This design comes from an exercise in tuning for small area and a short achievable clock period on the open sky130 flow, not from production work.
At most, simulation tests tie the RTL to the original design; equivalence was not proved.
The RTL of runs 1, 2 and 7 was laid out without a check of its function.
Power is estimated from default activity; no workload was simulated.

<file path="design/flow/run.sh">
#!/bin/bash
# synth_recipe.tcl (not shown) runs the flow's synth.tcl, then flattens the netlist and writes it again
# the make line also repeats each setting of config.mk as NAME=value (left out here)
make -C /OpenROAD-flow-scripts/flow DESIGN_CONFIG=/design/flow/config.mk WORK_HOME=/design/flow/orfs CLKGATE_MAP_FILE= SYNTH_SCRIPT=/design/flow/synth_recipe.tcl finish
</file>
<file path="design/flow/config.mk">
export PLATFORM = sky130hd
export DESIGN_NAME = neuron_pe
export DESIGN_NICKNAME = neuron_pe
export VERILOG_FILES = /design/flow/design.v
export SDC_FILE = /design/flow/constraint.sdc
export NUM_CORES = 4
export LEC_CHECK = 0
export CAP_MARGIN = 20
export CORE_MARGIN = 2
export CORE_UTILIZATION = 40
export CTS_BUF_LIST = sky130_fd_sc_hd__clkbuf_8
export CTS_CLUSTER_DIAMETER = 50
export CTS_CLUSTER_SIZE = 20
export SETUP_SLACK_MARGIN = 4.5
export SLEW_MARGIN = 20
export TNS_END_PERCENT = 1
</file>
<file path="design/flow/constraint.sdc">
create_clock -name core_clock -period 8.0 [get_ports {clock}]
set_input_delay 1.6000 -clock core_clock [delete_from_list [all_inputs] [get_ports {clock}]]
set_output_delay 1.6000 -clock core_clock [all_outputs]
set_load 0.01 [all_outputs]
</file>
<file path="design/flow/design.v">
package neuron_pe_pkg;
	typedef logic signed [32-1:0] pe_word_t;
	typedef logic [$clog2(16)-1:0] wgt_idx_t;
	typedef logic [$clog2(8)-1:0]  in_idx_t;
	typedef logic [$clog2(4)-1:0] out_idx_t;
	typedef logic [2-1:0] pe_cnt_t;
	typedef enum logic [2:0] {
		op_idle    = 3'd0,
		op_load    = 3'd1,
		op_ma      = 3'd2,
		op_mab     = 3'd3,
		op_nop     = 3'd4,
		op_bias    = 3'd5,
		op_act     = 3'd6,
		op_act_clr = 3'd7
	} pe_op_t;
	typedef struct packed {
		pe_op_t op;
		logic   issue;
		logic   commit;
	} pe_step_t;
endpackage
module op_sequencer
(
	input  logic     clock,
	input  logic     reset,
	input  neuron_pe_pkg::pe_op_t   ctrl,
	output neuron_pe_pkg::pe_step_t step,
	output neuron_pe_pkg::pe_cnt_t  cnt
);
	logic    timed;
	assign timed = !(ctrl == neuron_pe_pkg::op_load || ctrl == neuron_pe_pkg::op_nop);
	always_ff @(posedge clock)
	begin
		if (reset || !timed)
			cnt <= '0;
		else
			cnt <= cnt + neuron_pe_pkg::pe_cnt_t'(1);
	end
	assign step.op     = ctrl;
	assign step.issue  = timed && (cnt == '0);
	assign step.commit = timed && (cnt == neuron_pe_pkg::pe_cnt_t'(3));
endmodule
module weight_store
(
	input  logic     clock,
	input  logic     reset,
	input  neuron_pe_pkg::pe_op_t   ctrl,
	input  neuron_pe_pkg::pe_word_t data_in,
	input  neuron_pe_pkg::pe_step_t step,
	input  neuron_pe_pkg::pe_cnt_t  cnt,
	output logic [7:0] wbyte
);
	neuron_pe_pkg::pe_word_t mem [16];
	neuron_pe_pkg::wgt_idx_t wr_ptr;
	neuron_pe_pkg::wgt_idx_t wr_ptr_nxt;
	logic [16-1:0] rd_hot;
	logic     full;
	logic     load_en;
	logic     is_mult;
	neuron_pe_pkg::pe_word_t cur;
	assign load_en = (ctrl == neuron_pe_pkg::op_load) && !full;
	assign is_mult = (step.op == neuron_pe_pkg::op_ma || step.op == neuron_pe_pkg::op_mab || step.op == neuron_pe_pkg::op_bias);
	assign wr_ptr_nxt = wr_ptr + neuron_pe_pkg::wgt_idx_t'(1);
	always_ff @(posedge clock)
	begin
		if (reset)
		begin
			wr_ptr <= '0;
			rd_hot <= 16'(1);
			full   <= 1'b0;
		end
		else
		begin
			if (load_en)
			begin
				wr_ptr <= wr_ptr_nxt;
				if (rd_hot[wr_ptr_nxt])
					full <= 1'b1;
			end
			if (step.commit && is_mult)
			begin
				rd_hot <= {rd_hot[16-2:0], rd_hot[16-1]};
			end
		end
	end
	always_ff @(posedge clock)
	begin
		if (load_en)
			mem[wr_ptr] <= data_in;
	end
	always_comb
	begin
		cur = '0;
		for (int i = 0; i < 16; i++)
			cur = cur | (mem[i] & {32{rd_hot[i]}});
	end
	always_ff @(posedge clock)
	begin
		if (reset || !is_mult)
			wbyte <= '0;
		else
			wbyte <= cur[8*cnt +: 8];
	end
endmodule
module input_buffer
(
	input  logic     clock,
	input  logic     reset,
	input  neuron_pe_pkg::pe_word_t data_in,
	input  neuron_pe_pkg::pe_step_t step,
	output neuron_pe_pkg::pe_word_t replay
);
	typedef logic [8-1:0] hot_t;
	neuron_pe_pkg::pe_word_t mem [8];
	neuron_pe_pkg::in_idx_t wr_ptr;
	neuron_pe_pkg::in_idx_t wr_ptr_nxt;
	hot_t    wr_dec;
	hot_t    rd_hot;
	neuron_pe_pkg::in_idx_t start_ptr;
	hot_t    start_dec;
	logic    full;
	logic    rec_en;
	assign rec_en = step.issue && (step.op == neuron_pe_pkg::op_ma) && !full;
	assign wr_ptr_nxt = wr_ptr + neuron_pe_pkg::in_idx_t'(1);
	assign wr_dec     = hot_t'(1) << wr_ptr;
	assign start_dec  = hot_t'(1) << start_ptr;
	always_ff @(posedge clock)
	begin
		if (reset)
		begin
			wr_ptr    <= '0;
			rd_hot    <= hot_t'(1);
			start_ptr <= '0;
			full      <= 1'b0;
		end
		else if (step.commit)
		begin
			case (step.op)
				neuron_pe_pkg::op_ma:
				begin
					if (!full)
					begin
						wr_ptr <= wr_ptr_nxt;
						if (rd_hot[wr_ptr_nxt])
							full <= 1'b1;
					end
				end
				neuron_pe_pkg::op_mab:
					rd_hot <= {rd_hot[8-2:0], rd_hot[8-1]};
				neuron_pe_pkg::op_act:
					rd_hot <= start_dec;
				neuron_pe_pkg::op_act_clr:
				begin
					rd_hot    <= wr_dec;
					start_ptr <= wr_ptr;
					full      <= 1'b0;
				end
				default:
				begin
				end
			endcase
		end
	end
	always_ff @(posedge clock)
	begin
		for (int i = 0; i < 8; i++)
			if (rec_en && wr_ptr == i)
				mem[i] <= data_in;
	end
	always_comb
	begin
		replay = '0;
		for (int i = 0; i < 8; i++)
			replay = replay | (mem[i] & {32{rd_hot[i]}});
	end
endmodule
module mac_unit
(
	input  logic     clock,
	input  logic     reset,
	input  neuron_pe_pkg::pe_word_t data_in,
	input  logic [7:0] wbyte,
	input  neuron_pe_pkg::pe_word_t replay,
	input  neuron_pe_pkg::pe_step_t step,
	output neuron_pe_pkg::pe_word_t acc
);
	typedef logic [31:0] w32_t;
	w32_t mul_a;
	w32_t acc_s;
	w32_t acc_c;
	logic is_act;
	assign is_act = (step.op == neuron_pe_pkg::op_act || step.op == neuron_pe_pkg::op_act_clr);
	always_ff @(posedge clock)
	begin
		if (step.issue)
		begin
			case (step.op)
				neuron_pe_pkg::op_ma:   mul_a <= data_in;
				neuron_pe_pkg::op_mab:  mul_a <= replay;
				neuron_pe_pkg::op_bias: mul_a <= 32'd1;
				default:                mul_a <= '0;
			endcase
		end
		else
			mul_a <= {mul_a[23:0], 8'd0};
	end
	w32_t r0 [10];
	w32_t r1 [7];
	w32_t r2 [5];
	w32_t r3 [4];
	w32_t r4 [3];
	w32_t nxt_s;
	w32_t nxt_c;
	assign r0[0] = acc_s;
	assign r0[1] = acc_c;
	genvar j;
	generate
		for (j = 0; j < 8; j++)
		begin : g_pp
			assign r0[2 + j] = (mul_a << j) & {32{wbyte[j]}};
		end
	endgenerate
	assign r1[0] = r0[0] ^ r0[1] ^ r0[2];
	assign r1[1] = ((r0[0] & r0[1]) | (r0[0] & r0[2]) | (r0[1] & r0[2])) << 1;
	assign r1[2] = r0[3] ^ r0[4] ^ r0[5];
	assign r1[3] = ((r0[3] & r0[4]) | (r0[3] & r0[5]) | (r0[4] & r0[5])) << 1;
	assign r1[4] = r0[6] ^ r0[7] ^ r0[8];
	assign r1[5] = ((r0[6] & r0[7]) | (r0[6] & r0[8]) | (r0[7] & r0[8])) << 1;
	assign r1[6] = r0[9];
	assign r2[0] = r1[0] ^ r1[1] ^ r1[2];
	assign r2[1] = ((r1[0] & r1[1]) | (r1[0] & r1[2]) | (r1[1] & r1[2])) << 1;
	assign r2[2] = r1[3] ^ r1[4] ^ r1[5];
	assign r2[3] = ((r1[3] & r1[4]) | (r1[3] & r1[5]) | (r1[4] & r1[5])) << 1;
	assign r2[4] = r1[6];
	assign r3[0] = r2[0] ^ r2[1] ^ r2[2];
	assign r3[1] = ((r2[0] & r2[1]) | (r2[0] & r2[2]) | (r2[1] & r2[2])) << 1;
	assign r3[2] = r2[3];
	assign r3[3] = r2[4];
	assign r4[0] = r3[0] ^ r3[1] ^ r3[2];
	assign r4[1] = ((r3[0] & r3[1]) | (r3[0] & r3[2]) | (r3[1] & r3[2])) << 1;
	assign r4[2] = r3[3];
	assign nxt_s = r4[0] ^ r4[1] ^ r4[2];
	assign nxt_c = ((r4[0] & r4[1]) | (r4[0] & r4[2]) | (r4[1] & r4[2])) << 1;
	always_ff @(posedge clock)
	begin
		if (reset || (step.commit && is_act))
		begin
			acc_s <= '0;
			acc_c <= '0;
		end
		else
		begin
			acc_s <= nxt_s;
			acc_c <= nxt_c;
		end
	end
	assign acc = acc_s + acc_c;
endmodule
module output_buffer
(
	input  logic     clock,
	input  logic     reset,
	input  neuron_pe_pkg::pe_step_t step,
	input  logic     output_ctrl,
	input  neuron_pe_pkg::pe_word_t acc,
	output neuron_pe_pkg::pe_word_t data_out
);
	neuron_pe_pkg::pe_word_t mem [4];
	neuron_pe_pkg::out_idx_t wr_ptr;
	neuron_pe_pkg::out_idx_t wr_ptr_nxt;
	neuron_pe_pkg::out_idx_t rd_ptr;
	neuron_pe_pkg::out_idx_t rd_ptr_nxt;
	logic     full;
	logic     push;
	logic     pop;
	assign push = step.commit && (step.op == neuron_pe_pkg::op_act || step.op == neuron_pe_pkg::op_act_clr) && !full;
	assign pop  = step.commit && (step.op == neuron_pe_pkg::op_idle) && output_ctrl;
	assign wr_ptr_nxt = wr_ptr + neuron_pe_pkg::out_idx_t'(1);
	assign rd_ptr_nxt = rd_ptr + neuron_pe_pkg::out_idx_t'(1);
	always_ff @(posedge clock)
	begin
		if (reset)
		begin
			wr_ptr <= '0;
			rd_ptr <= '0;
			full   <= 1'b0;
		end
		else
		begin
			if (push)
			begin
				wr_ptr <= wr_ptr_nxt;
				if (wr_ptr_nxt == rd_ptr)
					full <= 1'b1;
			end
			if (pop)
				rd_ptr <= rd_ptr_nxt;
		end
	end
	always_ff @(posedge clock)
	begin
		if (push)
			mem[wr_ptr] <= acc;
	end
	assign data_out = mem[rd_ptr];
endmodule
module neuron_pe
(
	input  logic     clock,
	input  logic     reset,
	input  logic [2:0]  ctrl,
	input  logic        output_ctrl,
	input  logic [31:0] data_in,
	output logic [31:0] data_out,
	output logic     data_out_valid
);
	neuron_pe_pkg::pe_op_t   ctrl_op;
	neuron_pe_pkg::pe_step_t step;
	neuron_pe_pkg::pe_cnt_t  cnt;
	logic [7:0]              wbyte;
	neuron_pe_pkg::pe_word_t replay;
	neuron_pe_pkg::pe_word_t acc;
	assign ctrl_op = neuron_pe_pkg::pe_op_t'(ctrl);
	assign data_out_valid = output_ctrl && (ctrl_op == neuron_pe_pkg::op_idle);
	op_sequencer i_op_sequencer (
		.clock (clock),
		.reset (reset),
		.ctrl  (ctrl_op),
		.step  (step),
		.cnt   (cnt)
	);
	weight_store i_weight_store (
		.clock   (clock),
		.reset   (reset),
		.ctrl    (ctrl_op),
		.data_in (data_in),
		.step    (step),
		.cnt     (cnt),
		.wbyte   (wbyte)
	);
	input_buffer i_input_buffer (
		.clock   (clock),
		.reset   (reset),
		.data_in (data_in),
		.step    (step),
		.replay  (replay)
	);
	mac_unit i_mac_unit (
		.clock   (clock),
		.reset   (reset),
		.data_in (data_in),
		.wbyte   (wbyte),
		.replay  (replay),
		.step    (step),
		.acc     (acc)
	);
	output_buffer i_output_buffer (
		.clock       (clock),
		.reset       (reset),
		.step        (step),
		.output_ctrl (output_ctrl),
		.acc         (acc),
		.data_out    (data_out)
	);
endmodule
</file>
==> results.py, run 1 <==
metrics = {
    "cts": {
        "clk_latency_ns": 0.80,
        "h-tree-depth": 3,
        "cts_max_path_buffers": 3,
        "cts_buffers": 89,
        "clk_pin_slew_worst_paths_ns": 0.11,
        "cts_root_buffer": "clkbuf_8",
        "cts_tree": "done",
        "clock-sinks": 1040,
    },
    "min_path": {
        "hp-class": "flip-flop to flip-flop",
        "min_path_cells": 2,
    },
    "power": {
        "vdd_drop_max_v": 0.000117,
        "p_per_area_nw_per_um2": 198,
        "power.total_mw": 9.81,
        "p_leak_nw": 16.0,
    },
    "timing": {
        "timing.setup.tns_ns": 0,
        "hold_violations": 0,
        "worst_clock_skew_ns": 0.0596,
        "fmax_ghz": 0.262,
        "finalSetupViolCount": 0,
        "post-route-period-util": 0.478,
        "hold_ws_ns": 0.474,
        "period_needed_ns": 3.82,
        "drv_slew": 0,
        "max_slew_margin": 0.199,
        "rsz0062_at_grt": "true",
        "worstMarginPinSlew_ns": 1.20,
    },
    "logic_synthesis": {
        "yosysMostFrequentCell": "edfxtp_1",
        "ys_seq_area_frac": 0.664,
        "syn_avg_cell_area_um2": 15.5,
        "synth_largest_area_cell": "edfxtp_1",
        "synth_nets": 3204,
        "synth_async_sr_flop_share": 0,
        "syn_area_um2": 44800,
        "synth-edff-count": 896,
        "synth-seq-cells": 1040,
        "ys_top_cells_by_area": "edfxtp_1, fa_1, dfxtp_1, and2_1, a22oi_1",
        "synthCells": 2896,
        "ys_types": 66,
        "yosysWarnings": 11,
        "synthFlopType": "edfxtp_1",
        "synthTopCellsByCount": "edfxtp_1, fa_1, and2_1",
        "yosysTopAreaCellShare": 0.600,
    },
    "worst_setup_path": {
        "arrival_ns": 2.22,
        "critPathKind": "primary input to output port",
        "cp_max_fo": 11,
        "worstPathRequired_ns": 6.40,
        "r2r.worst_path.cells": 10,
        "path_buf_inv": 2,
        "path_depth": 3,
        "critPathLaunchType": "primary input",
        "worst_setup_path_end_kind": "output port",
        "worst_path_max_delay_cell": "nor4b_4",
        "cpPeakStageDelay_ns": 0.27,
        "r2r_slack_ns": 4.31,
        "critPathTopFamily": "buffers and inverters",
        "crit_chain": "buf_4 -> nor4b_4 -> buf_2",
    },
    "floorplanning": {
        "ios": 71,
        "core_um2": 111000,
        "rows": 122,
        "die_x_um": 339,
        "die_y_um": 339,
        "die-area_um2": 115000,
        "start_util": 0.404,
    },
    "drt": {
        "drt_first_pass_iters": 6,
        "wl_per_cell_um": 25.5,
        "via_per_inst": 5.68,
        "vias": 25694,
        "drtAntennaViolNets": 0,
        "drc": 0,
        "drtIter0Drc": 2599,
        "postRouteWirelength_um": 115000,
    },
    "final_layout": {
        "syn_to_final_growth_pct": 10.7,
        "instances_no_fill": 4523,
        "final-seq-area_um2": 29800,
        "drive_gt1_frac": 0.121,
        "final_area_um2": 49600,
        "final.fill_count": 9604,
        "multi_input_area_um2": 14100,
        "nets": 3265,
    },
    "global_routing": {
        "grt_usage": 0.199,
        "grt_pass1_vias": 26983,
        "grt_pass1_wl_um": 172000,
        "antenna_found_initial": 2,
        "overflow": 0,
        "grt_max_degree": 48,
    },
    "flow_run": {
        "maxCapViolations": 0,
    },
    "placement": {
        "dpl.hpwl_um": 66100,
        "gp_congestion": 0.817,
        "placed_cell_area_um2": 47400,
        "place_inst": 4342,
        "port_buffers": 70,
    },
    "run_status": {
        "outcome": "finished clean",
    },
}
layout make-up:
type | count | share of cell area
Clock buffer | 90 | 0.0250
Timing Repair Buffer | 136 | 0.0239
Clock inverter | 78 | 0.0175
Tap cell | 1488 | 0.0375
Antenna cell | 1 | 0.0000504
Inverter | 152 | 0.0115
Sequential cell | 1040 | 0.601
Multi-Input combinational cell | 1538 | 0.284
worst register-to-register path, cell delays in order (launching register included):
cell and delay [ns]:
dfxtp_4 0.51, buf_6 0.22, nand2_1 0.12, fa_1 0.55, inv_1 0.05, fa_1 0.49, inv_1 0.05, fa_1 0.55
fa_1 0.43, fa_1 0.49, nor2_1 0.04
cell families after synthesis:
group | share of synthesized area
XOR/XNOR | 0.00937
AND/OR/NAND/NOR | 0.0680
buffers and inverters | 0.0269
adder cells (fa/ha/maj) | 0.111
multiplexers | 0.0203
flip-flops | 0.664
AO/OA/AOI/OAI | 0.100
worst paths after layout:
path                                from                          end
min reg2reg  i_input_buffer.start_ptr[0]  i_input_buffer.start_ptr[0]
max reg2reg      i_weight_store.wbyte[6]         i_mac_unit.acc_s[28]
max                              ctrl[1]               data_out_valid
min          i_input_buffer.start_ptr[0]  i_input_buffer.start_ptr[0]
where the power goes:
part | internal (mW) | switching (mW)
combinational | 0.119 | 0.269
clock | 1.43 | 2.03
sequential | 5.91 | 0.0550
total | 7.45 | 2.35
metal layers:
metal / vias up / global-route usage / wire length (um)
met3: 175 / 0.0339 / 9070
li1: 11081 / - / -
met5: - / 0 / 7
met2: 1120 / 0.324 / 54300
met1: 13316 / 0.278 / 49400
met4: 2 / 0.0509 / 2330
sequential cells by signal, indices dropped and copies added (netlist names), 4 cells and up, named ones only:
signal and count:
i_weight_store.mem 512, i_mac_unit.mul_a 32, i_weight_store.wr_ptr 4, i_mac_unit.acc_c 27
i_mac_unit.acc_s 32, i_input_buffer.rd_hot 8, i_weight_store.wbyte 8, i_output_buffer.mem 128
i_input_buffer.mem 256, i_weight_store.rd_hot 16
per-stage QoR:
stage,util,setup slack (ns)
after floorplan,-,4.20
after CTS,0.447,4.16
after global placement,0.427,2.87
final,0.447,4.18
after detailed placement,0.427,2.80
after global routing,0.447,4.15
timing repair:
item,4_1_cts,5_1_grt
hold endpoints to repair,0,0
gates resized for setup,162,15
setup buffers,6,1
hold buffers,0,0
cloned,4,1
pin swaps,1,1
endpoints found under the setup margin,494,527
cells in the final DEF (no fill, tap or decap), types with 27 or more instances in the layout:
cell      Yosys  final
edfxtp_1    896    896
fa_1        213    213
and2_1      211    209
inv_1       152    157
a22oi_1     138    138
dfxtp_1     144    137
nand2_1     139    135
a221oi_1     96     96
a22o_1       92     92
nor2_1      107     91
clkbuf_8      0     90
a21oi_1      79     79
ha_1         57     57
buf_4         0     54
a31oi_1      39     39
nand3_1      38     38
mux4_2       38     38
nand4_1      36     36
buf_2         8     34
a222oi_1     33     33
xnor2_1      31     31
o21ai_0      27     27
==> inputs of run 2 (changes only) <==
--- a/design/flow/config.mk
+++ b/design/flow/config.mk
@@ -10,7 +10,7 @@
 export CORE_UTILIZATION = 40
-export CTS_BUF_LIST = sky130_fd_sc_hd__clkbuf_8
+export CTS_BUF_LIST = sky130_fd_sc_hd__clkbuf_16
 export CTS_CLUSTER_DIAMETER = 50
-export CTS_CLUSTER_SIZE = 20
+export CTS_CLUSTER_SIZE = 30
 export SETUP_SLACK_MARGIN = 4.5
 export SLEW_MARGIN = 20
-export TNS_END_PERCENT = 1
+export TNS_END_PERCENT = 5
==> results.py, run 2 <==
metrics = {
    "run_status": {
        "outcome": "finished clean",
    },
    "logic_synthesis": {
        "ys_top_cells_by_area": "edfxtp_1, fa_1, dfxtp_1, and2_1, a22oi_1",
        "synth-seq-cells": 1040,
        "synthFlopType": "edfxtp_1",
        "synthCells": 2896,
        "synth_async_sr_flop_share": 0,
        "synth_nets": 3204,
        "syn_avg_cell_area_um2": 15.5,
        "synthMuxAreaShare": 0.0203,
        "synth_largest_area_cell": "edfxtp_1",
        "synth-edff-count": 896,
        "synth_compound_area_frac": 0.100,
        "ys_seq_area_frac": 0.664,
        "yosys.area_share.simple": 0.0680,
        "synth-xor-area-share": 0.00937,
        "synthAdderAreaFrac": 0.111,
        "yosysMostFrequentCell": "edfxtp_1",
        "synthTopCellsByCount": "edfxtp_1, fa_1, and2_1",
        "yosysWarnings": 11,
        "syn_area_um2": 44800,
        "synth_top_family_by_area": "adder cells",
        "ys_types": 66,
        "yosysTopAreaCellShare": 0.600,
    },
    "final_layout": {
        "final.fill_count": 9506,
        "final-seq-area_um2": 29800,
        "regMostFlops": "i_weight_store.mem",
        "multi_input_area_um2": 14100,
        "syn_to_final_growth_pct": 14.9,
        "drive_gt1_frac": 0.137,
        "largest_reg_flops": 512,
        "final_cell_mix": "edfxtp_1, fa_1, and2_1",
        "final_common_cell": "edfxtp_1",
        "reg_top3": "i_weight_store.mem: 512 flops, i_input_buffer.mem: 256 flops, i_output_buffer.mem: 128 flops",
        "nets": 3303,
    },
    "placement": {
        "place_worst_setup_slack_ns": 2.76,
        "dpl.hpwl_um": 67200,
        "gp_congestion": 0.798,
        "port_buffers": 70,
    },
    "worst_setup_path": {
        "timing.rr.end": "i_mac_unit.acc_s[24]",
        "r2r-start": "i_weight_store.wbyte[5]",
        "crit_chain": "buf_12 -> buf_12 -> nor4b_4 -> buf_2",
        "critPathLaunchType": "primary input",
        "arrival_ns": 2.23,
        "r2r_slack_ns": 4.39,
        "worst_path_most_repeated_cell": "buf_12",
        "cp_max_fo": 3,
        "critPathKind": "primary input to output port",
        "path_buf_inv": 3,
        "r2r.worst_path.cells": 9,
        "critPathTopFamily": "buffers and inverters",
        "worst_path_max_delay_cell": "nor4b_4",
        "cpPeakStageDelay_ns": 0.22,
        "worst_setup_path_end_kind": "output port",
        "worstPathRequired_ns": 6.40,
    },
    "floorplanning": {
        "core_um2": 111000,
        "ios": 71,
        "die_y_um": 339,
        "start_util": 0.404,
        "die_x_um": 339,
        "die-area_um2": 115000,
        "rows": 122,
    },
    "power": {
        "p_leak_nw": 16.8,
        "vdd_drop_max_v": 0.000214,
        "p_per_area_nw_per_um2": 220,
    },
    "timing": {
        "max_slew_margin": 0.241,
        "rsz0062_at_grt": "true",
        "setup_slack_ns": 4.17,
        "worstMarginPinSlew_ns": 1.13,
        "drv_slew": 0,
        "finalSetupViolCount": 0,
        "post-route-period-util": 0.479,
        "period_needed_ns": 3.83,
        "fmax_ghz": 0.261,
        "timing.setup.tns_ns": 0,
        "hold_violations": 0,
        "worst_clock_skew_ns": 0.0568,
    },
    "drt": {
        "postRouteWirelength_um": 120000,
        "drc": 0,
        "routed.top_layer": "met4",
        "wl_met2_um": 58200,
        "drtAntennaViolNets": 0,
        "m1WireLength_um": 47600,
        "drt_first_pass_iters": 8,
        "drtIter0Drc": 2889,
        "vias": 26202,
        "via_per_inst": 5.74,
        "wl_per_cell_um": 26.2,
        "wl_met3_um": 9440,
    },
    "cts": {
        "cts_max_path_buffers": 3,
        "h-tree-depth": 3,
        "clk_latency_ns": 0.70,
        "cts_buffers": 96,
        "clk_pin_slew_worst_paths_ns": 0.06,
        "cts_tree": "done",
        "cts_root_buffer": "clkbuf_16",
        "clock-sinks": 1040,
    },
    "global_routing": {
        "overflow": 0,
        "antenna_found_initial": 6,
        "grt_pass1_wl_um": 174000,
        "grt_pass1_vias": 27278,
        "grt_max_degree": 48,
        "grt_usage": 0.202,
    },
    "min_path": {
        "hold-path-endpoint": "i_input_buffer.start_ptr[0]",
        "hp-start": "i_input_buffer.start_ptr[0]",
        "min_path_cells": 2,
        "hp-class": "flip-flop to flip-flop",
    },
    "flow_run": {
        "maxCapViolations": 0,
    },
}
[run 2: metrics by stage]
step	power (mW)	instances	utilization	hold WS, ns	cell area, um2
2_1_floorplan	6.26	2896	-	0.437	45100
3_3_place_gp	6.46	4342	0.427	0.454	47400
3_5_place_dp	6.47	4342	0.427	0.459	47400
4_1_cts	11.3	4533	0.460	0.466	51100
5_1_grt	11.6	4567	0.464	0.504	51500
6_report	11.3	4567	0.464	0.472	51500
[run 2: what timing repair did]
item,4_1_cts,5_1_grt
hold endpoints to repair,0,0
pin swaps,1,21
endpoints found under the setup margin,927,255
hold buffers,0,0
resized for setup,101,60
setup buffers,7,30
cloned,4,2
[run 2: logic make-up (layout without fill, tap and decap cells)]
kind of cell,after synthesis,in the layout
flops,1040,1040
simple gates,589,589
compound gates,587,587
buf+inv,319,500
fa+ha+maj,270,270
xor+xnor,48,48
mux,43,43
other cells,0,2
[run 2: layout make-up]
class / instances / area share
antenna: 2 / 0.0000972
clock buffer: 99 / 0.0481
clock inverter: 81 / 0.0194
inverter: 152 / 0.0111
multi-input combinational: 1537 / 0.274
sequential: 1040 / 0.579
tap: 1488 / 0.0361
timing repair buffer: 168 / 0.0322
[run 2: per-layer routing]
layer | global-route usage | vias to the layer above
met3 | 0.0282 | 276
met2 | 0.336 | 1251
met5 | 0 | -
met4 | 0.0775 | 0
li1 | - | 11212
met1 | 0.268 | 13463
[run 2: how the worst max path moves through the flow]
stage          slack [ns]  cells past startpoint                   endpoint  startpoint
2_1_floorplan        4.20                      3             data_out_valid     ctrl[0]
3_3_place_gp         2.87                      6  i_input_buffer.mem[4][31]     ctrl[2]
3_5_place_dp         2.76                      6  i_input_buffer.mem[7][18]     ctrl[2]
4_1_cts              4.16                      4             data_out_valid     ctrl[0]
5_1_grt              4.13                      4             data_out_valid     ctrl[0]
6_report             4.17                      4             data_out_valid     ctrl[0]
[run 2: worst min-delay path: stages, from the launching register on]
cell and delay (ns):
dfxtp_1 0.32, nand2_1 0.05, a21oi_1 0.06
[run 2: report_power, final]
| group | internal [mW] | switching (mW) |
|---|---|---|
| combinational | 0.140 | 0.291 |
| clock | 2.59 | 2.33 |
| sequential | 5.91 | 0.0504 |
| total | 8.64 | 2.67 |
==> inputs of run 3 (changes only) <==
--- a/design/flow/design.v
+++ b/design/flow/design.v
@@ -18,2 +18,3 @@
 		pe_op_t op;
+		pe_op_t held;
 		logic   issue;
@@ -39,5 +40,10 @@
 	end
+	always_ff @(posedge clock)
+	begin
+		if (step.issue)
+			step.held <= ctrl;
+	end
 	assign step.op     = ctrl;
 	assign step.issue  = timed && (cnt == '0);
-	assign step.commit = timed && (cnt == neuron_pe_pkg::pe_cnt_t'(3));
+	assign step.commit = (cnt == neuron_pe_pkg::pe_cnt_t'(3)) && !reset;
 endmodule
@@ -60,2 +66,3 @@
 	logic     is_mult;
+	logic     adv;
 	neuron_pe_pkg::pe_word_t cur;
@@ -63,2 +70,3 @@
 	assign is_mult = (step.op == neuron_pe_pkg::op_ma || step.op == neuron_pe_pkg::op_mab || step.op == neuron_pe_pkg::op_bias);
+	assign adv     = step.commit && (step.held == neuron_pe_pkg::op_ma || step.held == neuron_pe_pkg::op_mab || step.held == neuron_pe_pkg::op_bias);
 	assign wr_ptr_nxt = wr_ptr + neuron_pe_pkg::wgt_idx_t'(1);
@@ -80,3 +88,3 @@
 			end
-			if (step.commit && is_mult)
+			if (adv)
 			begin
@@ -109,3 +117,3 @@
 	input  logic     reset,
-	input  neuron_pe_pkg::pe_word_t data_in,
+	input  neuron_pe_pkg::pe_word_t mul_a,
 	input  neuron_pe_pkg::pe_step_t step,
@@ -123,3 +131,6 @@
 	logic    rec_en;
-	assign rec_en = step.issue && (step.op == neuron_pe_pkg::op_ma) && !full;
+	always_ff @(posedge clock)
+	begin
+		rec_en <= step.issue && (step.op == neuron_pe_pkg::op_ma) && !full;
+	end
 	assign wr_ptr_nxt = wr_ptr + neuron_pe_pkg::in_idx_t'(1);
@@ -138,3 +149,3 @@
 		begin
-			case (step.op)
+			case (step.held)
 				neuron_pe_pkg::op_ma:
@@ -168,3 +179,3 @@
 			if (rec_en && wr_ptr == i)
-				mem[i] <= data_in;
+				mem[i] <= mul_a;
 	end
@@ -185,3 +196,4 @@
 	input  neuron_pe_pkg::pe_step_t step,
-	output neuron_pe_pkg::pe_word_t acc
+	output neuron_pe_pkg::pe_word_t acc,
+	output neuron_pe_pkg::pe_word_t opnd
 );
@@ -192,3 +204,3 @@
 	logic is_act;
-	assign is_act = (step.op == neuron_pe_pkg::op_act || step.op == neuron_pe_pkg::op_act_clr);
+	assign is_act = (step.held == neuron_pe_pkg::op_act || step.held == neuron_pe_pkg::op_act_clr);
 	always_ff @(posedge clock)
@@ -258,2 +270,3 @@
 	assign acc = acc_s + acc_c;
+	assign opnd = mul_a;
 endmodule
@@ -276,4 +289,4 @@
 	logic     pop;
-	assign push = step.commit && (step.op == neuron_pe_pkg::op_act || step.op == neuron_pe_pkg::op_act_clr) && !full;
-	assign pop  = step.commit && (step.op == neuron_pe_pkg::op_idle) && output_ctrl;
+	assign push = step.commit && (step.held == neuron_pe_pkg::op_act || step.held == neuron_pe_pkg::op_act_clr) && !full;
+	assign pop  = step.commit && (step.held == neuron_pe_pkg::op_idle) && output_ctrl;
 	assign wr_ptr_nxt = wr_ptr + neuron_pe_pkg::out_idx_t'(1);
@@ -323,2 +336,3 @@
 	neuron_pe_pkg::pe_word_t acc;
+	neuron_pe_pkg::pe_word_t opnd;
 	assign ctrl_op = neuron_pe_pkg::pe_op_t'(ctrl);
@@ -344,3 +358,3 @@
 		.reset   (reset),
-		.data_in (data_in),
+		.mul_a   (opnd),
 		.step    (step),
@@ -355,3 +369,4 @@
 		.step    (step),
-		.acc     (acc)
+		.acc     (acc),
+		.opnd    (opnd)
 	);
--- a/design/flow/config.mk
+++ b/design/flow/config.mk
@@ -9,8 +9,9 @@
 export CORE_MARGIN = 2
-export CORE_UTILIZATION = 40
-export CTS_BUF_LIST = sky130_fd_sc_hd__clkbuf_16
+export CORE_UTILIZATION = 65
+export CTS_BUF_LIST = sky130_fd_sc_hd__clkbuf_8
 export CTS_CLUSTER_DIAMETER = 50
-export CTS_CLUSTER_SIZE = 30
+export CTS_CLUSTER_SIZE = 20
+export PLACE_DENSITY = 0.75
 export SETUP_SLACK_MARGIN = 4.5
 export SLEW_MARGIN = 20
-export TNS_END_PERCENT = 5
+export TNS_END_PERCENT = 1
==> results.py, run 3 <==
metrics = {
    "run_status": {
        "outcome": "finished clean",
    },
    "floorplanning": {
        "ios": 71,
        "start_util": 0.656,
        "die_x_um": 267,
        "core_um2": 68500,
        "rows": 96,
        "die-area_um2": 71200,
        "die_y_um": 267,
    },
    "drt": {
        "drtIter0Drc": 3746,
        "vias": 26640,
        "drtAntennaViolNets": 0,
        "via_per_inst": 6.80,
        "postRouteWirelength_um": 110000,
        "wl_per_cell_um": 28.2,
        "drc": 0,
        "drt_first_pass_iters": 6,
    },
    "logic_synthesis": {
        "synthCells": 2891,
        "syn_area_um2": 44900,
        "synth_async_sr_flop_share": 0,
        "synth_nets": 3199,
        "syn_avg_cell_area_um2": 15.5,
        "yosysWarnings": 14,
        "synth_largest_area_cell": "edfxtp_1",
        "synth-seq-cells": 1044,
        "synthTopCellsByCount": "edfxtp_1, fa_1, and2_1",
        "synth-edff-count": 899,
        "ys_seq_area_frac": 0.666,
        "ys_top_cells_by_area": "edfxtp_1, fa_1, dfxtp_1, and2_1, a22oi_1",
        "yosysMostFrequentCell": "edfxtp_1",
        "synthFlopType": "edfxtp_1",
        "yosysTopAreaCellShare": 0.601,
        "ys_types": 59,
    },
    "global_routing": {
        "grt_pass1_wl_um": 167000,
        "grt_pass1_vias": 27623,
        "overflow": 0,
        "grt_max_degree": 50,
        "antenna_found_initial": 5,
        "grt_usage": 0.319,
    },
    "timing": {
        "hold_violations": 0,
        "finalSetupViolCount": 0,
        "worst_clock_skew_ns": 0.0581,
        "fmax_ghz": 0.261,
        "max_slew_margin": 0.259,
        "worstMarginPinSlew_ns": 1.11,
        "period_needed_ns": 3.84,
        "post-route-period-util": 0.480,
        "drv_slew": 0,
        "rsz0062_at_grt": "true",
        "hold_ws_ns": 0.469,
        "timing.setup.tns_ns": 0,
    },
    "worst_setup_path": {
        "critPathKind": "primary input to output port",
        "arrival_ns": 2.24,
        "worstPathRequired_ns": 6.40,
        "critPathLaunchType": "primary input",
        "worst_setup_path_end_kind": "output port",
        "cp_max_fo": 8,
    },
    "cts": {
        "cts_root_buffer": "clkbuf_8",
        "cts_hold_buf": 0,
        "cts_tree": "done",
        "cts_max_path_buffers": 3,
        "clk_latency_ns": 0.74,
        "h-tree-depth": 3,
        "cts_buffers": 87,
        "clock-sinks": 1044,
        "clk_pin_slew_worst_paths_ns": 0.09,
    },
    "final_layout": {
        "final_area_um2": 48800,
        "nets": 3267,
        "syn_to_final_growth_pct": 8.77,
        "instances_no_fill": 3919,
        "regMostFlops": "i_weight_store.mem",
        "drive_gt1_frac": 0.110,
        "final_common_cell": "edfxtp_1",
        "reg_top3": "i_weight_store.mem: 512 flops, i_input_buffer.mem: 256 flops, i_output_buffer.mem: 128 flops",
        "final.fill_count": 4331,
        "final_cell_mix": "edfxtp_1, fa_1, and2_1",
        "largest_reg_flops": 512,
    },
    "flow_run": {
        "maxCapViolations": 0,
    },
    "placement": {
        "placed_cell_area_um2": 46800,
        "dpl.hpwl_um": 64200,
        "port_buffers": 70,
        "place_inst": 3744,
        "gp_congestion": 0.853,
    },
    "power": {
        "vdd_drop_max_v": 0.000172,
        "p_per_area_nw_per_um2": 196,
        "p_leak_nw": 15.9,
    },
    "min_path": {
        "hp-class": "flip-flop to flip-flop",
    },
}
run 3: cell count changes in the layout (fill, tap and decap cells not counted), sizes merged, moves of 12 or more:
| cell | delta |
|---|---|
| nor2 | +30 |
| buf | -21 |
| a21oi | -22 |
| nand2 | -35 |
| mux2i | +19 |
| clkbuf | -16 |
| dlygate4sd2 | -12 |
run 3: repair_timing:
item / in CTS / in global routing
cloned: 3 / 0
buffers inserted: 5 / 0
endpoints found under the setup margin: 542 / 119
resized for setup: 122 / 14
run 3: where the power goes:
| group | switching (mW) | leakage [nW] | internal [mW] |
|---|---|---|---|
| combinational | 0.232 | 5.60 | 0.113 |
| sequential | 0.0772 | 9.34 | 5.93 |
| clock | 1.97 | 0.983 | 1.25 |
run 3: final cells by class:
type	instances	area (um2)	area share
Sequential cell	1044	29900	0.613
Multi-Input combinational cell	1526	14000	0.287
Timing Repair Buffer	144	1270	0.0261
Clock buffer	90	1240	0.0254
Tap cell	882	1100	0.0226
Clock inverter	72	692	0.0142
Inverter	156	586	0.0120
Antenna cell	5	12.5	0.000256
run 3: per-stage QoR:
| stage | worst slack (ns) | power [mW] | utilization |
|---|---|---|---|
| 2_1_floorplan | 4.28 | 6.29 | - |
| 3_3_place_gp | 3.23 | 6.45 | 0.683 |
| 3_5_place_dp | 3.18 | 6.47 | 0.683 |
| 4_1_cts | 4.14 | 9.60 | 0.713 |
| 5_1_grt | 4.11 | 9.83 | 0.713 |
| 6_report | 4.16 | 9.58 | 0.713 |
run 3: worst max-delay path: stages:
cell and delay, ns:
buf_2 0.17, nor4b_4 0.29, buf_2 0.17
run 3: path summary, 6_finish.rpt:
check | startpoint | to | slack (ns) | cells past startpoint
min reg2reg | i_input_buffer.full | i_input_buffer.rec_en | 0.47 | 1
min | i_input_buffer.full | i_input_buffer.rec_en | 0.47 | 1
max reg2reg | i_mac_unit.mul_a[21] | i_mac_unit.acc_s[26] | 4.24 | 8
max | ctrl[2] | data_out_valid | 4.16 | 3
run 3: logic make-up (layout without fill, tap and decap cells):
kind of cell | count (synthesis) | count (layout) | synth area share
multiplexers | 61 | 61 | 0.0242
other | 0 | 5 | 0
adder cells (fa/ha/maj) | 270 | 270 | 0.111
XOR/XNOR | 49 | 49 | 0.00956
AND/OR/NAND/NOR | 577 | 577 | 0.0656
flip-flops | 1044 | 1044 | 0.666
buffers and inverters | 321 | 462 | 0.0269
AO/OA/AOI/OAI | 569 | 569 | 0.0970
run 3: metal layers:
layer,share of wire,global-route usage,vias to the layer above
met5,0.00012,0,-
met3,0.13,0.0637,209
met2,0.47,0.492,1784
met4,0.026,0.0955,2
met1,0.38,0.467,13594
li1,-,-,11051
==> inputs of run 4 (changes only) <==
--- a/design/flow/config.mk
+++ b/design/flow/config.mk
@@ -9,3 +9,3 @@
 export CORE_MARGIN = 2
-export CORE_UTILIZATION = 65
+export CORE_UTILIZATION = 40
 export CTS_BUF_LIST = sky130_fd_sc_hd__clkbuf_8
@@ -13,4 +13,3 @@
 export CTS_CLUSTER_SIZE = 20
-export PLACE_DENSITY = 0.75
-export SETUP_SLACK_MARGIN = 4.5
+export SETUP_SLACK_MARGIN = 4.3
 export SLEW_MARGIN = 20
==> results.py, run 4 <==
metrics = {
    "final_layout": {
        "largest_reg_flops": 512,
        "final.fill_count": 9637,
        "regMostFlops": "i_weight_store.mem",
        "fin_util": 0.451,
        "drive_gt1_frac": 0.125,
        "syn_to_final_growth_pct": 11.4,
        "final_cell_mix": "edfxtp_1, fa_1, and2_1",
        "nets": 3275,
        "final_area_um2": 50000,
        "final_common_cell": "edfxtp_1",
        "instances_no_fill": 4545,
        "reg_top3": "i_weight_store.mem: 512 flops, i_input_buffer.mem: 256 flops, i_output_buffer.mem: 128 flops",
    },
    "min_path": {
        "min_path_cells": 1,
        "hp-start": "i_input_buffer.full",
        "hp-class": "flip-flop to flip-flop",
        "hold-path-endpoint": "i_input_buffer.rec_en",
    },
    "run_status": {
        "outcome": "finished clean",
    },
    "floorplanning": {
        "rows": 122,
        "die_x_um": 339,
        "die_y_um": 339,
        "core_um2": 111000,
        "die-area_um2": 115000,
        "start_util": 0.405,
        "ios": 71,
    },
    "drt": {
        "drc": 0,
        "vias": 26241,
        "drt_first_pass_iters": 6,
        "via_per_inst": 5.77,
        "postRouteWirelength_um": 119000,
        "wl_per_cell_um": 26.1,
        "drtIter0Drc": 3130,
        "drtAntennaViolNets": 0,
    },
    "cts": {
        "clock-sinks": 1044,
        "cts_hold_buf": 0,
        "cts_buffers": 97,
        "cts_tree": "done",
        "cts_root_buffer": "clkbuf_8",
        "clk_pin_slew_worst_paths_ns": 0.09,
        "clk_latency_ns": 0.81,
        "h-tree-depth": 3,
        "cts_max_path_buffers": 3,
    },
    "placement": {
        "dpl.hpwl_um": 68400,
        "port_buffers": 70,
        "placed_cell_area_um2": 47500,
        "gp_congestion": 0.792,
        "place_inst": 4349,
        "place_worst_setup_slack_ns": 2.91,
    },
    "power": {
        "power.switching_mw": 2.32,
        "power.total_mw": 10.2,
        "p_comb_frac": 0.035,
        "vdd_drop_max_v": 0.000147,
        "p_clk_frac": 0.374,
        "seqPwrFrac": 0.591,
        "p_per_area_nw_per_um2": 203,
        "p_leak_nw": 16.1,
        "swShare": 0.229,
        "p_int_mw": 7.84,
    },
    "timing": {
        "worst_clock_skew_ns": 0.0657,
        "period_needed_ns": 3.79,
        "drv_slew": 0,
        "hold_ws_ns": 0.476,
        "worstMarginPinSlew_ns": 1.06,
        "fmax_ghz": 0.264,
        "finalSetupViolCount": 0,
        "hold_violations": 0,
        "max_slew_margin": 0.278,
        "setup_slack_ns": 4.21,
        "rsz0062_at_grt": "true",
        "post-route-period-util": 0.474,
        "timing.setup.tns_ns": 0,
    },
    "logic_synthesis": {
        "ys_types": 59,
        "synthTopCellsByCount": "edfxtp_1, fa_1, and2_1",
        "yosysTopAreaCellShare": 0.601,
        "yosysMostFrequentCell": "edfxtp_1",
        "synth_async_sr_flop_share": 0,
        "syn_area_um2": 44900,
        "synth_largest_area_cell": "edfxtp_1",
        "syn_avg_cell_area_um2": 15.5,
        "ys_top_cells_by_area": "edfxtp_1, fa_1, dfxtp_1, and2_1, a22oi_1",
        "yosysWarnings": 14,
        "synthCells": 2891,
        "synth-edff-count": 899,
        "synth-seq-cells": 1044,
        "synthFlopType": "edfxtp_1",
        "ys_seq_area_frac": 0.666,
        "synth_nets": 3199,
    },
    "worst_setup_path": {
        "cp_max_fo": 8,
        "crit_chain": "buf_2 -> nor4b_4 -> buf_2",
        "r2r-start": "i_mac_unit.mul_a[10]",
        "worst_setup_path_end_kind": "output port",
        "r2r_slack_ns": 4.29,
        "worstPathRequired_ns": 6.40,
        "critPathLaunchType": "primary input",
        "critPathKind": "primary input to output port",
        "timing.rr.end": "i_mac_unit.acc_s[15]",
        "r2r.worst_path.cells": 8,
        "worst_path_max_delay_cell": "nor4b_4",
        "worst_path_most_repeated_cell": "buf_2",
        "cpPeakStageDelay_ns": 0.22,
        "arrival_ns": 2.19,
    },
    "global_routing": {
        "antenna_found_initial": 9,
        "grt_max_degree": 48,
        "overflow": 0,
        "grt_pass1_wl_um": 179000,
        "grt_pass1_vias": 27736,
        "grt_usage": 0.208,
    },
    "flow_run": {
        "maxCapViolations": 0,
    },
}
[run 4: worst max-delay path by stage]
stage / from / endpoint / slack [ns] / cells after the start
after floorplan: ctrl[0] / data_out_valid / 4.13 / 2
after global placement: ctrl[0] / i_weight_store.mem[1][2] / 2.88 / 6
after detailed placement: ctrl[0] / i_weight_store.mem[1][2] / 2.91 / 6
after CTS: flip-flop / data_out[0] / 4.18 / 4
after global routing: i_weight_store.wbyte[3] / i_mac_unit.acc_s[31] / 4.12 / 12
final: ctrl[1] / data_out_valid / 4.21 / 3
[run 4: area by class of cell]
class                      instances  area (um2)  share of cell area
multi-input combinational       1526       14000               0.280
antenna                            6        15.0            0.000300
clock buffer                     101        1390              0.0278
timing repair buffer             142        1210              0.0243
inverter                         156         586              0.0117
sequential                      1044       30000               0.599
tap                             1488        1860              0.0372
clock inverter                    82        1020              0.0204
[run 4: what timing repair did]
action | in CTS | in global routing
setup buffers | 3 | 0
pin swaps | 0 | 0
setup endpoints to repair | 512 | 96
resized for setup | 174 | 25
gates cloned | 3 | 0
[run 4: kinds of logic (layout without fill, tap and decap cells)]
logic type / after synthesis / count (layout) / share of synthesized area
compound gates: 569 / 569 / 0.0970
flops: 1044 / 1044 / 0.666
simple gates: 577 / 577 / 0.0656
other cells: 0 / 6 / 0
fa+ha+maj: 270 / 270 / 0.111
xor+xnor: 49 / 49 / 0.00956
mux: 61 / 61 / 0.0242
buf+inv: 321 / 481 / 0.0269
[run 4: power groups by stage]
stage	clock network (mW)	logic, mW	registers, mW
6_report	3.80	0.352	6.01
5_1_grt	4.07	0.388	6.02
4_1_cts	3.87	0.354	6.01
3_5_place_dp	0	0.351	6.13
3_3_place_gp	0	0.343	6.13
2_1_floorplan	0	0.199	6.08
[run 4: metal layers]
layer	vias to the layer above	GRT usage	part of all wire	wire, um
li1	11094	-	-	-
met1	13702	0.296	0.42	49600
met2	1260	0.325	0.47	55200
met3	177	0.0437	0.095	11200
met4	8	0.0534	0.021	2470
met5	-	0	0.00038	45
[run 4: worst max-delay path, delay by kind of cell]
kind / cells / cell delay, ns
buffers and inverters: 2 / 0.37
and+or+nand+nor: 1 / 0.22
==> inputs of run 5 (changes only) <==
--- a/design/flow/config.mk
+++ b/design/flow/config.mk
@@ -13,3 +13,3 @@
 export CTS_CLUSTER_SIZE = 20
-export SETUP_SLACK_MARGIN = 4.3
+export SETUP_SLACK_MARGIN = 4.7
 export SLEW_MARGIN = 20
==> results.py, run 5 <==
metrics = {
    "cts": {
        "cts_root_buffer": "clkbuf_8",
        "clock-sinks": 1044,
        "cts_buffers": 99,
        "cts_max_path_buffers": 3,
        "h-tree-depth": 3,
        "cts_tree": "done",
        "clk_pin_slew_worst_paths_ns": 0.10,
        "clk_latency_ns": 0.80,
    },
    "min_path": {
        "hp-class": "flip-flop to flip-flop",
        "hp-start": "i_input_buffer.full",
    },
    "floorplanning": {
        "start_util": 0.405,
        "core_um2": 111000,
        "rows": 122,
        "die_x_um": 339,
        "ios": 71,
        "die-area_um2": 115000,
        "die_y_um": 339,
    },
    "power": {
        "vdd_drop_max_v": 0.000133,
        "p_leak_nw": 16.0,
        "power.total_mw": 9.92,
        "p_per_area_nw_per_um2": 199,
    },
    "logic_synthesis": {
        "synth_async_sr_flop_share": 0,
        "ys_seq_area_frac": 0.666,
        "yosysWarnings": 14,
        "yosys.area_share.simple": 0.0656,
        "yosysTopAreaCellShare": 0.601,
        "synth_nets": 3199,
        "ys_types": 59,
        "synth-seq-cells": 1044,
        "syn_avg_cell_area_um2": 15.5,
        "synth-xor-area-share": 0.00956,
        "synthFlopType": "edfxtp_1",
        "syn_area_um2": 44900,
        "ys_top_cells_by_area": "edfxtp_1, fa_1, dfxtp_1, and2_1, a22oi_1",
        "synth_top_family_by_area": "adder cells",
        "synth-edff-count": 899,
        "synthCells": 2891,
        "synth_compound_area_frac": 0.0970,
        "synthAdderAreaFrac": 0.111,
        "synthMuxAreaShare": 0.0242,
        "synthTopCellsByCount": "edfxtp_1, fa_1, and2_1",
        "synth_largest_area_cell": "edfxtp_1",
        "yosysMostFrequentCell": "edfxtp_1",
    },
    "worst_setup_path": {
        "cp_max_fo": 8,
        "crit_chain": "buf_4 -> nor4b_4 -> buf_2",
        "worst_setup_path_end_kind": "output port",
        "critPathLaunchType": "primary input",
        "path_buf_inv": 2,
        "critPathKind": "primary input to output port",
        "worstPathRequired_ns": 6.40,
        "critPathTopFamily": "buffers and inverters",
        "arrival_ns": 2.19,
        "worst_path_max_delay_cell": "nor4b_4",
        "timing.rr.end": "i_mac_unit.acc_s[7]",
        "setup.worst_path.start": "ctrl[2]",
        "endpoint": "data_out_valid",
        "r2r.worst_path.cells": 9,
        "path_depth": 3,
        "cpPeakStageDelay_ns": 0.25,
        "r2r_slack_ns": 4.31,
        "r2r-start": "i_mac_unit.mul_a[1]",
    },
    "flow_run": {
        "maxCapViolations": 0,
    },
    "run_status": {
        "outcome": "finished clean",
    },
    "timing": {
        "period_needed_ns": 3.79,
        "max_slew_margin": 0.261,
        "worst_clock_skew_ns": 0.0669,
        "finalSetupViolCount": 0,
        "rsz0062_at_grt": "true",
        "timing.setup.tns_ns": 0,
        "fmax_ghz": 0.264,
        "hold_ws_ns": 0.489,
        "post-route-period-util": 0.474,
        "drv_slew": 0,
        "hold_violations": 0,
        "worstMarginPinSlew_ns": 1.10,
    },
    "placement": {
        "gp_congestion": 0.802,
        "dpl.hpwl_um": 66900,
        "placed_cell_area_um2": 47500,
        "port_buffers": 70,
    },
    "drt": {
        "postRouteWirelength_um": 118000,
        "vias": 26251,
        "drc": 0,
        "drt_first_pass_iters": 6,
        "wl_per_cell_um": 26.0,
        "drtIter0Drc": 3046,
        "drtAntennaViolNets": 0,
        "via_per_inst": 5.78,
    },
    "final_layout": {
        "largest_reg_flops": 512,
        "nets": 3271,
        "reg_top3": "i_weight_store.mem: 512 flops, i_input_buffer.mem: 256 flops, i_output_buffer.mem: 128 flops",
        "final.fill_count": 9733,
        "final_cell_mix": "edfxtp_1, fa_1, and2_1",
        "final_common_cell": "edfxtp_1",
        "final_area_um2": 49900,
        "regMostFlops": "i_weight_store.mem",
        "syn_to_final_growth_pct": 11.1,
        "drive_gt1_frac": 0.123,
    },
    "global_routing": {
        "antenna_found_initial": 4,
        "overflow": 0,
        "grt_max_degree": 49,
        "grt_pass1_wl_um": 179000,
        "grt_pass1_vias": 27411,
        "grt_usage": 0.207,
    },
}
[run 5: power breakdown]
part           internal [mW]  switching, mW  leakage (nW)  total, mW
combinational          0.113          0.242          5.56      0.355
clock                   1.52           2.04          1.13       3.56
sequential              5.93         0.0749          9.35       6.01
total                   7.56           2.36          16.0       9.92
[run 5: repair_timing]
action,CTS,global route
pin swaps,0,1
buffers inserted,2,0
resized for setup,162,28
gates cloned,3,0
setup endpoints to repair,573,183
hold buffers,0,0
[run 5: how the worst min path moves through the flow]
stage,endpoint,slack [ns],depth (start not counted)
after floorplan,i_input_buffer.rec_en,0.42,1
after global routing,i_input_buffer.rec_en,0.54,1
after CTS,i_input_buffer.rec_en,0.49,1
after detailed placement,i_input_buffer.rec_en,0.47,1
final,i_input_buffer.rec_en,0.49,1
after global placement,i_input_buffer.start_ptr[0],0.47,2
[run 5: cell families (layout without fill, tap and decap cells)]
logic type	Yosys count	after routing
compound gates	569	569
xor+xnor	49	49
fa+ha+maj	270	270
buf+inv	321	479
flops	1044	1044
mux	61	61
other cells	0	3
simple gates	577	577
[run 5: area by class of cell]
cell class / instances / area, um2 / area share
Antenna cell: 3 / 7.51 / 0.000150
Clock buffer: 100 / 1380 / 0.0276
Clock inverter: 87 / 877 / 0.0176
Inverter: 156 / 586 / 0.0117
Multi-Input combinational cell: 1526 / 14000 / 0.281
Sequential cell: 1044 / 30000 / 0.600
Tap cell: 1488 / 1860 / 0.0373
Timing Repair Buffer: 136 / 1210 / 0.0243
[run 5: routing by layer]
layer	global-route usage	part of all wire	vias to the layer above
met4	0.0563	0.021	2
met1	0.294	0.42	13783
met3	0.0283	0.079	162
met2	0.334	0.48	1228
met5	0	0.00011	-
li1	-	-	11076
[run 5: through the flow]
stage | util | std cells | setup WS [ns]
global route | 0.450 | 4538 | 4.16
finish | 0.450 | 4540 | 4.21
detailed placement | 0.428 | 4345 | 2.99
floorplan | - | 2891 | 4.28
global placement | 0.428 | 4345 | 3.04
CTS | 0.449 | 4537 | 4.17
[run 5: worst register-to-register path: cells and delay by family, from the launching register on]
family / cells / cell delay [ns]
fa+ha+maj: 5 / 2.35
buf+inv: 2 / 0.11
flops: 1 / 0.73
simple gates: 2 / 0.40
==> inputs of run 6 (changes only) <==
--- a/design/flow/config.mk
+++ b/design/flow/config.mk
@@ -13,3 +13,3 @@
 export CTS_CLUSTER_SIZE = 20
-export SETUP_SLACK_MARGIN = 4.7
+export SETUP_SLACK_MARGIN = 4.5
 export SLEW_MARGIN = 20
==> results.py, run 6 <==
metrics = {
    "final_layout": {
        "final_cell_mix": "edfxtp_1, fa_1, and2_1",
        "multi_input_area_um2": 14000,
        "final_area_um2": 49900,
        "regMostFlops": "i_weight_store.mem",
        "nets": 3271,
        "reg_top3": "i_weight_store.mem: 512 flops, i_input_buffer.mem: 256 flops, i_output_buffer.mem: 128 flops",
        "syn_to_final_growth_pct": 11.1,
        "final-seq-area_um2": 30000,
        "drive_gt1_frac": 0.123,
        "fin_util": 0.450,
        "final.fill_count": 9735,
        "instances_no_fill": 4540,
        "final_common_cell": "edfxtp_1",
        "largest_reg_flops": 512,
    },
    "power": {
        "p_leak_nw": 16.0,
        "p_per_area_nw_per_um2": 199,
        "swShare": 0.238,
        "p_comb_frac": 0.036,
        "p_int_mw": 7.56,
        "seqPwrFrac": 0.605,
        "power.switching_mw": 2.36,
        "vdd_drop_max_v": 0.000134,
        "power.total_mw": 9.92,
        "p_clk_frac": 0.359,
    },
    "floorplanning": {
        "start_util": 0.405,
        "ios": 71,
        "rows": 122,
        "die_x_um": 339,
        "die-area_um2": 115000,
        "core_um2": 111000,
        "die_y_um": 339,
    },
    "cts": {
        "cts_root_buffer": "clkbuf_8",
        "clock-sinks": 1044,
        "h-tree-depth": 3,
        "cts_tree": "done",
        "cts_buffers": 99,
        "clk_pin_slew_worst_paths_ns": 0.10,
        "cts_max_path_buffers": 3,
        "clk_latency_ns": 0.81,
    },
    "logic_synthesis": {
        "synthTopCellsByCount": "edfxtp_1, fa_1, and2_1",
        "synthFlopType": "edfxtp_1",
        "ys_types": 59,
        "synth_async_sr_flop_share": 0,
        "syn_area_um2": 44900,
        "yosysWarnings": 14,
        "synth_largest_area_cell": "edfxtp_1",
        "ys_seq_area_frac": 0.666,
        "synth_nets": 3199,
        "ys_top_cells_by_area": "edfxtp_1, fa_1, dfxtp_1, and2_1, a22oi_1",
        "synth-seq-cells": 1044,
        "synth-edff-count": 899,
        "synthCells": 2891,
        "syn_avg_cell_area_um2": 15.5,
        "yosysMostFrequentCell": "edfxtp_1",
        "yosysTopAreaCellShare": 0.601,
    },
    "timing": {
        "drv_slew": 0,
        "post-route-period-util": 0.474,
        "worst_clock_skew_ns": 0.0664,
        "timing.setup.tns_ns": 0,
        "finalSetupViolCount": 0,
        "worstMarginPinSlew_ns": 1.09,
        "hold_violations": 0,
        "fmax_ghz": 0.264,
        "period_needed_ns": 3.79,
        "rsz0062_at_grt": "true",
        "max_slew_margin": 0.269,
    },
    "worst_setup_path": {
        "r2r_slack_ns": 4.31,
        "r2r.worst_path.cells": 9,
        "timing.rr.end": "i_mac_unit.acc_s[7]",
        "arrival_ns": 2.19,
        "cp_max_fo": 8,
        "r2r-start": "i_mac_unit.mul_a[1]",
        "worstPathRequired_ns": 6.40,
        "worst_setup_path_end_kind": "output port",
        "endpoint": "data_out_valid",
        "critPathLaunchType": "primary input",
        "critPathKind": "primary input to output port",
        "setup.worst_path.start": "ctrl[2]",
    },
    "drt": {
        "drtAntennaViolNets": 0,
        "drt_first_pass_iters": 6,
        "drc": 0,
        "drtIter0Drc": 3042,
        "wl_per_cell_um": 26.0,
        "via_per_inst": 5.78,
        "vias": 26237,
        "postRouteWirelength_um": 118000,
    },
    "min_path": {
        "hp-class": "flip-flop to flip-flop",
    },
    "global_routing": {
        "antenna_found_initial": 4,
        "grt_usage": 0.207,
        "grt_max_degree": 49,
        "grt_pass1_vias": 27411,
        "grt_pass1_wl_um": 179000,
        "overflow": 0,
    },
    "placement": {
        "place_inst": 4345,
        "gp_congestion": 0.802,
        "placed_cell_area_um2": 47500,
        "dpl.hpwl_um": 66900,
        "port_buffers": 70,
    },
    "run_status": {
        "outcome": "finished clean",
    },
    "flow_run": {
        "maxCapViolations": 0,
    },
}
-- run 6: cell counts after synthesis --
No cell type changed its count.
-- run 6: area by class of cell --
type,count,area share
Antenna cell,3,0.000150
Inverter,156,0.0117
Sequential cell,1044,0.600
Tap cell,1488,0.0373
Clock buffer,100,0.0276
Timing Repair Buffer,136,0.0242
Multi-Input combinational cell,1526,0.281
Clock inverter,87,0.0176
-- run 6: power by group through the flow --
stage / registers, mW / logic (mW) / clock network [mW]
6_report: 6.01 / 0.354 / 3.56
5_1_grt: 6.02 / 0.389 / 3.83
4_1_cts: 6.01 / 0.357 / 3.62
3_5_place_dp: 6.13 / 0.355 / 0
3_3_place_gp: 6.13 / 0.347 / 0
2_1_floorplan: 6.08 / 0.203 / 0
-- run 6: timing repair --
action	CTS	global route
setup endpoints to repair	459	140
hold buffers	0	0
setup buffers	2	0
hold endpoints to repair	0	0
pin swaps	0	1
resized for setup	161	28
gates cloned	3	0
-- run 6: per-layer routing --
| layer | vias to the layer above | share of wire | global-route usage | wire, um |
|---|---|---|---|---|
| met5 | - | 0.00011 | 0 | 13 |
| met4 | 2 | 0.021 | 0.0563 | 2430 |
| met3 | 162 | 0.079 | 0.0283 | 9320 |
| met2 | 1206 | 0.48 | 0.334 | 56400 |
| met1 | 13792 | 0.42 | 0.294 | 50000 |
| li1 | 11075 | - | - | - |
-- run 6: stage by stage --
| stage | hold WS [ns] | worst slack [ns] |
|---|---|---|
| 3_3_place_gp | 0.471 | 3.04 |
| 6_report | 0.489 | 4.21 |
| 5_1_grt | 0.536 | 4.16 |
| 4_1_cts | 0.489 | 4.17 |
| 3_5_place_dp | 0.468 | 2.99 |
| 2_1_floorplan | 0.423 | 4.28 |
-- run 6: worst min path at each step --
stage	endpoint	start	slack [ns]	depth (start not counted)
finish	i_input_buffer.rec_en	i_input_buffer.full	0.49	1
global route	i_input_buffer.rec_en	i_input_buffer.full	0.54	1
CTS	i_input_buffer.rec_en	i_input_buffer.full	0.49	1
detailed placement	i_input_buffer.rec_en	i_input_buffer.full	0.47	1
global placement	i_input_buffer.start_ptr[0]	i_input_buffer.start_ptr[0]	0.47	2
floorplan	i_input_buffer.rec_en	i_input_buffer.full	0.42	1
-- run 6: logic make-up (layout without fill, tap and decap cells) --
group / after synthesis / in the layout / share of synthesized area
flip-flops: 1044 / 1044 / 0.666
AND/OR/NAND/NOR: 577 / 577 / 0.0656
AO/OA/AOI/OAI: 569 / 569 / 0.0970
buffers and inverters: 321 / 479 / 0.0269
adder cells (fa/ha/maj): 270 / 270 / 0.111
multiplexers: 61 / 61 / 0.0242
XOR/XNOR: 49 / 49 / 0.00956
other: 0 / 3 / 0
-- run 6: critical path, stage by stage --
cell	delay, ns
buf_4	0.16
nor4b_4	0.25
buf_2	0.17
==> inputs of run 7 (changes only) <==
--- a/design/flow/design.v
+++ b/design/flow/design.v
@@ -269,3 +269,29 @@
 	end
-	assign acc = acc_s + acc_c;
+	logic [31:0] bk_g [6];
+	logic [31:0] bk_p [6];
+	logic [31:0] bk_c;
+	always_comb
+	begin
+		bk_g[0] = acc_s & acc_c;
+		bk_p[0] = acc_s ^ acc_c;
+		for (int l = 1; l <= 5; l++)
+		begin
+			bk_g[l] = bk_g[l-1];
+			bk_p[l] = bk_p[l-1];
+			for (int i = 0; i < 32; i++)
+				if ((i % (1 << l)) == (1 << l) - 1)
+				begin
+					bk_g[l][i] = bk_g[l-1][i] | (bk_p[l-1][i] & bk_g[l-1][i - (1 << (l-1))]);
+					bk_p[l][i] = bk_p[l-1][i] & bk_p[l-1][i - (1 << (l-1))];
+				end
+		end
+		bk_c = bk_g[5];
+		for (int l = 4; l >= 1; l--)
+			for (int i = 0; i < 32; i++)
+				if ((i % (1 << l)) == (1 << (l-1)) - 1 && i >= (1 << l))
+					bk_c[i] = bk_g[l-1][i] | (bk_p[l-1][i] & bk_c[i - (1 << (l-1))]);
+		for (int i = 2; i < 32; i += 2)
+			bk_c[i] = bk_g[0][i] | (bk_p[0][i] & bk_c[i-1]);
+	end
+	assign acc = bk_p[0] ^ {bk_c[30:0], 1'b0};
 	assign opnd = mul_a;
==> results.py, run 7 <==
metrics = {
    "cts": {
        "cts_tree": "done",
        "cts_hold_buf": 0,
        "clk_latency_ns": 0.80,
        "h-tree-depth": 3,
        "cts_max_path_buffers": 3,
        "clock-sinks": 1044,
        "cts_buffers": 100,
        "cts_root_buffer": "clkbuf_8",
        "clk_pin_slew_worst_paths_ns": 0.09,
    },
    "final_layout": {
        "final_common_cell": "edfxtp_1",
        "instances_no_fill": 4524,
        "syn_to_final_growth_pct": 11.6,
        "regMostFlops": "i_weight_store.mem",
        "nets": 3263,
        "final_cell_mix": "edfxtp_1, a22oi_1, fa_1",
        "drive_gt1_frac": 0.131,
        "reg_top3": "i_weight_store.mem: 512 flops, i_input_buffer.mem: 256 flops, i_output_buffer.mem: 128 flops",
        "largest_reg_flops": 512,
        "final_area_um2": 49900,
    },
    "logic_synthesis": {
        "yosysTopAreaCellShare": 0.604,
        "ys_top_cells_by_area": "edfxtp_1, fa_1, dfxtp_1, a22oi_1, and2_1",
        "synth-edff-count": 899,
        "synthTopCellsByCount": "edfxtp_1, a22oi_1, fa_1",
        "ys_types": 54,
        "syn_area_um2": 44700,
        "synth-seq-cells": 1044,
        "synth_largest_area_cell": "edfxtp_1",
        "synthFlopType": "edfxtp_1",
        "ys_seq_area_frac": 0.668,
        "synth_async_sr_flop_share": 0,
        "syn_avg_cell_area_um2": 15.7,
        "synth_nets": 3177,
        "yosysWarnings": 16,
        "synthCells": 2858,
        "yosysMostFrequentCell": "edfxtp_1",
    },
    "drt": {
        "drtAntennaViolNets": 0,
        "via_per_inst": 5.68,
        "drtIter0Drc": 2549,
        "vias": 25674,
        "postRouteWirelength_um": 113000,
        "wl_per_cell_um": 25.0,
        "drt_first_pass_iters": 5,
        "drc": 0,
    },
    "floorplanning": {
        "rows": 122,
        "core_um2": 111000,
        "die-area_um2": 115000,
        "ios": 71,
        "die_y_um": 338,
        "die_x_um": 338,
        "start_util": 0.404,
    },
    "timing": {
        "worst_clock_skew_ns": 0.0588,
        "finalSetupViolCount": 0,
        "worstMarginPinSlew_ns": 0.993,
        "setup_slack_ns": 4.16,
        "period_needed_ns": 3.84,
        "hold_violations": 0,
        "post-route-period-util": 0.480,
        "rsz0062_at_grt": "true",
        "timing.setup.tns_ns": 0,
        "fmax_ghz": 0.261,
        "max_slew_margin": 0.321,
        "drv_slew": 0,
    },
    "worst_setup_path": {
        "path_buf_inv": 3,
        "worst_setup_path_end_kind": "output port",
        "critPathKind": "flip-flop to output port",
        "crit_chain": "buf_12 -> buf_12 -> mux4_2 -> buf_6",
        "worstPathRequired_ns": 6.40,
        "critPathTopFamily": "multiplexers",
        "worst_path_max_delay_cell": "mux4_2",
        "r2r-start": "i_mac_unit.mul_a[13]",
        "critPathLaunchType": "flip-flop",
        "worst_path_most_repeated_cell": "buf_12",
        "cpPeakStageDelay_ns": 0.56,
        "cp_max_fo": 4,
        "arrival_ns": 2.24,
    },
    "placement": {
        "place_worst_setup_slack_ns": 3.20,
        "placed_cell_area_um2": 47400,
        "port_buffers": 70,
        "gp_congestion": 0.770,
        "place_inst": 4317,
        "dpl.hpwl_um": 62700,
    },
    "run_status": {
        "outcome": "finished clean",
    },
    "global_routing": {
        "grt_pass1_vias": 26824,
        "grt_max_degree": 50,
        "overflow": 0,
        "antenna_found_initial": 7,
        "grt_usage": 0.199,
        "grt_pass1_wl_um": 171000,
    },
    "min_path": {
        "hp-class": "flip-flop to flip-flop",
        "hp-start": "i_input_buffer.full",
    },
    "flow_run": {
        "maxCapViolations": 0,
    },
    "power": {
        "p_leak_nw": 16.3,
        "p_per_area_nw_per_um2": 202,
        "vdd_drop_max_v": 0.000136,
    },
}
run 7: timing repair:
| action | CTS | global route |
|---|---|---|
| gates resized for setup | 146 | 31 |
| gates cloned | 3 | 0 |
| pin swaps | 0 | 3 |
| setup endpoints to repair | 130 | 129 |
| buffers inserted | 9 | 1 |
run 7: where the power goes:
part,switching (mW),internal (mW),total (mW)
Sequential,0.0699,5.93,6.00
Combinational,0.225,0.106,0.332
Clock,2.16,1.60,3.76
Total,2.46,7.63,10.1
run 7: area by class of cell:
class / instances / area, um2
multi-input cells: 1493 / 13800
diodes: 5 / 12.5
flip-flops and latches: 1044 / 30000
repair buffers: 148 / 1240
inverters: 157 / 589
well taps: 1488 / 1860
fillers: 9652 / 60900
clock inverters: 84 / 985
clock buffers: 105 / 1450
run 7: per-stage QoR:
step	hold slack, ns	power [mW]	utilization
final	0.460	10.1	0.450
after global routing	0.490	10.4	0.450
after CTS	0.462	10.2	0.450
after detailed placement	0.448	6.46	0.427
after global placement	0.450	6.44	0.427
after floorplan	0.414	6.27	-
run 7: per-layer routing:
metal	vias up	share of wire	track usage
met2	1126	0.48	0.320
met4	4	0.025	0.0590
met5	-	0.00018	0
met3	186	0.080	0.0336
li1	10916	-	-
met1	13442	0.42	0.277
run 7: worst register-to-register path, stage by stage (launching register included):
cell	delay, ns
dfxtp_1	0.80
and2_1	0.26
fa_1	0.45
fa_1	0.52
inv_1	0.06
fa_1	0.54
fa_1	0.43
fa_1	0.50
nor2_1	0.05
run 7: final timing paths:
kind,endpoint,slack [ns],cells past startpoint
setup / recovery,data_out[31],4.16,4
hold / removal,i_input_buffer.rec_en,0.46,1
setup reg to reg,i_mac_unit.acc_s[18],4.22,8
hold reg to reg,i_input_buffer.rec_en,0.46,1
run 7: cell families after synthesis:
kind of cell / after synthesis / synth area share
adders and majority gates: 281 / 0.116
and+or+nand+nor: 561 / 0.0639
xor gates and xnor gates: 41 / 0.00803
buffers and inverters: 321 / 0.0271
muxes: 63 / 0.0248
AOI/OAI and AO/OA: 547 / 0.0915
DFF: 1044 / 0.668

[what the ideal ports hide]
No port has a modelled driver above. Below, the same layouts with a new extraction and two added sets of constraints. Step 1: set_driving_cell puts a clkbuf_16 on clock and a buf_2 on each other input, an assumption about the parent block. Step 2, shift: input delay + t, output delay - t, t = (earliest + latest rising clock arrival at the registers) / 2. This alone moves slack from input paths to output paths. Slacks: ideal ports / drivers / drivers and shift; pairs: ideal ports / drivers.
run | t (ns) | slack for setup (ns)
run 1 | 0.835 | 4.177 / 4.127 / 3.595
run 2 | 0.742 | 4.172 / 4.123 / 3.615
run 3 | 0.780 | 4.161 / 4.116 / 3.725
run 4 | 0.840 | 4.206 / 4.074 / 3.452
run 5 | 0.839 | 4.210 / 4.069 / 3.659
run 6 | 0.840 | 4.210 / 4.069 / 3.647
run 7 | 0.847 | 4.164 / 4.096 / 3.640
After both steps every run listed still meets setup and hold.
